This is an optimization exercise on Yosys and OpenROAD, whose aim is small area, a short achievable clock period and few clock cycles, not a production implementation.
Where RTL was checked, it was by simulation tests only, not by an equivalence proof against the original.
Power figures rest on the tool's default switching activity, not on a simulated workload.

Design laser_stripe_center_extract, start of the top module:
module laser_stripe_center_extract (
  input  logic                clk,
  input  logic                rst_n,
  input  logic                in_push,
  output logic                in_full,
  input  logic [7:0]          in_pixel,
  input  logic                in_row_end,
  input  logic                in_frame_end,
  output logic                out_empty,
  input  logic                out_pop,
  output logic [lsce_pkg::ROW_W-1:0]    out_row_number,
  output logic                out_found,
  output logic [lsce_pkg::CENTRE_W-1:0] out_centre_q8,
  output logic                out_last,
  input  logic                cfg_valid,
  output logic                cfg_ready,
  input  logic [1:0]          cfg_index,
  input  logic [12:0]         cfg_data
);
Size in the first run: about 1,600 cells after synthesis, ~300 flip-flops, about 17,000 um2 of cells after synthesis.
export LEC_CHECK = 0
export CAP_MARGIN = 20
export CORE_MARGIN = 2
export CORE_UTILIZATION = 40
export CTS_BUF_LIST = sky130_fd_sc_hd__clkbuf_8 sky130_fd_sc_hd__clkbuf_16
export CTS_CLUSTER_DIAMETER = 50
export CTS_CLUSTER_SIZE = 12
export SLEW_MARGIN = 20
create_clock -name core_clock -period 8.0 [get_ports {clk}]
standard.sh (not shown) runs the stock make flow with config.mk's settings and CLKGATE_MAP_FILE= SYNTH_SCRIPT=/design/flow/synth_recipe.tcl, a recipe that flattens the netlist after the stock synthesis.
==> flow/flow/run.sh <==
#!/bin/bash
set -euo pipefail
bash standard.sh SETUP_SLACK_MARGIN=5.2 "BUFFER_PORTS_ARGS=-buffer_cell sky130_fd_sc_hd__buf_2" finish > standard_flow.log 2>&1
Testbench counts at the start, summed over its fixed seeds: cycles 85,102.
Edit:
--- a/flow/config.mk
+++ b/flow/config.mk
@@ -11,3 +11,3 @@
-export CTS_BUF_LIST = sky130_fd_sc_hd__clkbuf_8 sky130_fd_sc_hd__clkbuf_16
-export CTS_CLUSTER_DIAMETER = 50
-export CTS_CLUSTER_SIZE = 12
+export CTS_BUF_LIST = sky130_fd_sc_hd__clkbuf_16
+export CTS_CLUSTER_DIAMETER = 60
+export CTS_CLUSTER_SIZE = 16
Result:
- The new run passed the timing, design-rule and antenna checks
- first-iteration DRC count came out lower by a few percent
- critical path depth is unchanged
- clock-buffer cell count came out lower by 14
- sequential share of layout area came out higher by 0.50 points
- cell count came out lower slightly
- design area came out lower slightly
- area after synthesis does not change
- global-route usage came out lower by 0.28 points
- wire length barely changes
Edit:
==> flow/flow/run.sh (replaced) <==
#!/bin/bash
set -euo pipefail
bash standard.sh SETUP_SLACK_MARGIN=5.35 "BUFFER_PORTS_ARGS=-buffer_cell sky130_fd_sc_hd__buf_2" finish > standard_flow.log 2>&1
--- a/flow/config.mk
+++ b/flow/config.mk
@@ -11 +11 @@
-export CTS_BUF_LIST = sky130_fd_sc_hd__clkbuf_16
+export CTS_BUF_LIST = sky130_fd_sc_hd__clkbuf_8
Die area is unchanged.
Wire length is higher by 8.0%.
Cell count goes up by 2.5%.
Flip-flop and latch count stays the same.
Non-clock buffer count goes up by 54.
Worst hold slack gains 6.8 ps.
Maximum frequency drops by 0.58%.
Worst setup slack got worse by 16 ps.
First-iteration DRC count goes down by 2.8%.
Edit:
==> flow/flow/run.sh (replaced) <==
#!/bin/bash
set -euo pipefail
bash standard.sh SETUP_SLACK_MARGIN=5.2 "BUFFER_PORTS_ARGS=-buffer_cell sky130_fd_sc_hd__buf_2" finish > standard_flow.log 2>&1
- critical path depth stays the same
- total power went down by 1.8%
- setup slack improved by 16 ps
- cell count drops by 2.4%

Another version of the RTL of laser_stripe_center_extract (not shown whole).
Size in the first run: roughly 300 flip-flops, roughly 18,000 um^2 of cells after synthesis.
==> flow/design.v (excerpt) <==
module laser_stripe_center_extract (
  input  logic                clk,
  input  logic                rst_n,
  input  logic                in_push,
  output logic                in_full,
  input  logic [7:0]          in_pixel,
  input  logic                in_row_end,
  input  logic                in_frame_end,
  output logic                out_empty,
  input  logic                out_pop,
  output logic [lsce_pkg::ROW_W-1:0]    out_row_number,
  output logic                out_found,
  output logic [lsce_pkg::CENTRE_W-1:0] out_centre_q8,
  output logic                out_last,
  input  logic                cfg_valid,
  output logic                cfg_ready,
  input  logic [1:0]          cfg_index,
  input  logic [12:0]         cfg_data
);
  logic [8:0]         thr_r;
  logic signed [9:0]  nthr_r;    
  logic signed [12:0] wmin_r, wmax_r;
  logic        job_free, job_idle_next, job_load, job_found, job_last;
  logic [8:0]  job_p, job_s;
  logic [8:0]  job_q, job_r;
  logic [11:0] job_pkc, job_trc;
  logic        res_pop;
  assign cfg_ready = 1'b1;
  always_ff @(posedge clk) begin
    if (!rst_n) begin
      thr_r  <= 9'd35;
      wmin_r <= 13'sd1;
      wmax_r <= 13'sd20;
    end else if (cfg_valid) begin
      case (cfg_index)
        2'd0: thr_r  <= cfg_data[8:0];
        2'd1: wmin_r <= $signed(cfg_data);
        2'd2: wmax_r <= $signed(cfg_data);
        default: begin
        end
      endcase
    end
  end
  always_ff @(posedge clk) begin
    nthr_r <= -$signed({1'b0, thr_r});
  end
  lsce_front u_front (
    .clk       (clk),
    .rst_n     (rst_n),
    .in_push   (in_push),
    .in_full   (in_full),
    .in_pixel  (in_pixel),
    .in_row_end(in_row_end),
    .in_frame_end(in_frame_end),
    .thr       (thr_r),
    .nthr      (nthr_r),
    .job_free  (job_free),
    .job_idle_next(job_idle_next),
    .job_load  (job_load),
    .job_p     (job_p),
    .job_q    (job_q),
    .job_s     (job_s),
    .job_r    (job_r),
    .job_pkc   (job_pkc),
    .job_trc   (job_trc),
    .job_found (job_found),
    .res_pop   (res_pop),
    .res_last  (out_last),
    .row_number(out_row_number),
  ...
==> flow/config.mk <==
export PLATFORM = sky130hd
export DESIGN_NAME = laser_stripe_center_extract
export DESIGN_NICKNAME = laser_stripe_center_extract
export VERILOG_FILES = /design/flow/design.v
export SDC_FILE = /design/flow/constraint.sdc
export NUM_CORES = 4
export LEC_CHECK = 0
export CAP_MARGIN = 20
export CORE_MARGIN = 2
export CORE_UTILIZATION = 40
export SLEW_MARGIN = 20
==> flow/constraint.sdc <==
create_clock -name core_clock -period 8.0 [get_ports {clk}]
set_input_delay 1.6000 -clock core_clock [delete_from_list [all_inputs] [get_ports {clk}]]
set_output_delay 1.6000 -clock core_clock [all_outputs]
set_load 0.01 [all_outputs]
==> flow/flow/run.sh <==
#!/bin/bash
set -euo pipefail
bash standard.sh SETUP_SLACK_MARGIN=5.2 finish > standard_flow.log 2>&1
The baseline finished with timing, DRC and antenna clean.
Then changed:
- CTS_BUF_LIST: not set -> sky130_fd_sc_hd__clkbuf_8
- CTS_CLUSTER_DIAMETER: not set -> 60
- CTS_CLUSTER_SIZE: not set -> 16
The changed run passed the timing, design-rule and antenna checks.
Cell count is about the same.
Worst hold slack gets better by 0.011 ns.
Critical path depth is unchanged.
Clock skew barely changes.
Clock-buffer cell count decreases by 18.
Power falls by roughly a tenth.
Register-to-register slack degrades by 0.03 ns.
Then changed:
- CTS_BUF_LIST: sky130_fd_sc_hd__clkbuf_8 -> sky130_fd_sc_hd__clkbuf_4 sky130_fd_sc_hd__clkbuf_8
- CTS_CLUSTER_DIAMETER: 60 -> not set
- CTS_CLUSTER_SIZE: 16 -> not set
Result: The changed run passed the timing, design-rule and antenna checks. First-iteration DRC count went up by 12%. Core utilization went up by 1.2 points. Count of clock-buffer cells in the layout rose by 43. Non-clock buffer count decreases by 5. Wire length is higher by 0.85%. Hold slack is worse by 0.011 ns.
Then changed:
- CORE_UTILIZATION: 40 -> 60
- CTS_BUF_LIST: sky130_fd_sc_hd__clkbuf_4 sky130_fd_sc_hd__clkbuf_8 -> not set
Outcome: The changed run finished clean; fmax is lower by 0.39%; power stays flat; via count is lower by 0.84%; cell area came out lower by 0.67%; critical path depth goes up by 4; hold slack barely changes; cell count drops by 9.4%.
No functional check of the RTL was part of any run of this note.

## port drivers added, routing unchanged
The results above use ideal ports. As a check the final layouts listed here were re-extracted and re-timed, cells and wires unchanged. Step 1, drivers: a clkbuf_16 drives clk and a buf_2 each remaining input, both assumed. Step 2 moves the port delays by t, midway between the first and last clock arrival at a register: inputs arrive t later, outputs are due t later. That takes back most of the time a late clock gives input paths. Three values: no drivers, after step 1, after step 2; two values: the first two.
| run | t (ns) | slack for setup (ns) | worst slew at a driven data input, ns | pins driven straight from the clock port |
|---|---|---|---|---|
| the first run of note 1 | 0.589 | 5.270 / 5.221 / 4.868 | 0.06 | 1 |
| the second run of note 1 | 0.619 | 5.257 / 5.206 / 4.865 | 0.06 | 1 |
| the third run of note 1 | 0.653 | 5.241 / 5.196 / 4.899 | 0.04 | 1 |
| the fourth run of note 1 | 0.665 | 5.257 / 5.211 / 4.868 | 0.05 | 1 |
| the first run of note 2 | 0.570 | 5.237 / 5.181 / 4.741 | 0.06 | 1 |
| the second run of note 2 | 0.668 | 5.163 / 5.112 / 4.664 | 0.06 | 1 |
| the third run of note 2 | 0.646 | 5.226 / 5.176 / 4.704 | 0.05 | 1 |
| the fourth run of note 2 | 0.561 | 5.215 / 5.186 / 4.684 | 0.04 | 1 |
After both steps every run listed still meets setup and hold. For the fourth run of note 2, which loses most, drivers alone change the setup slack by -0.029 ns; drivers and shift together by -0.531 ns.
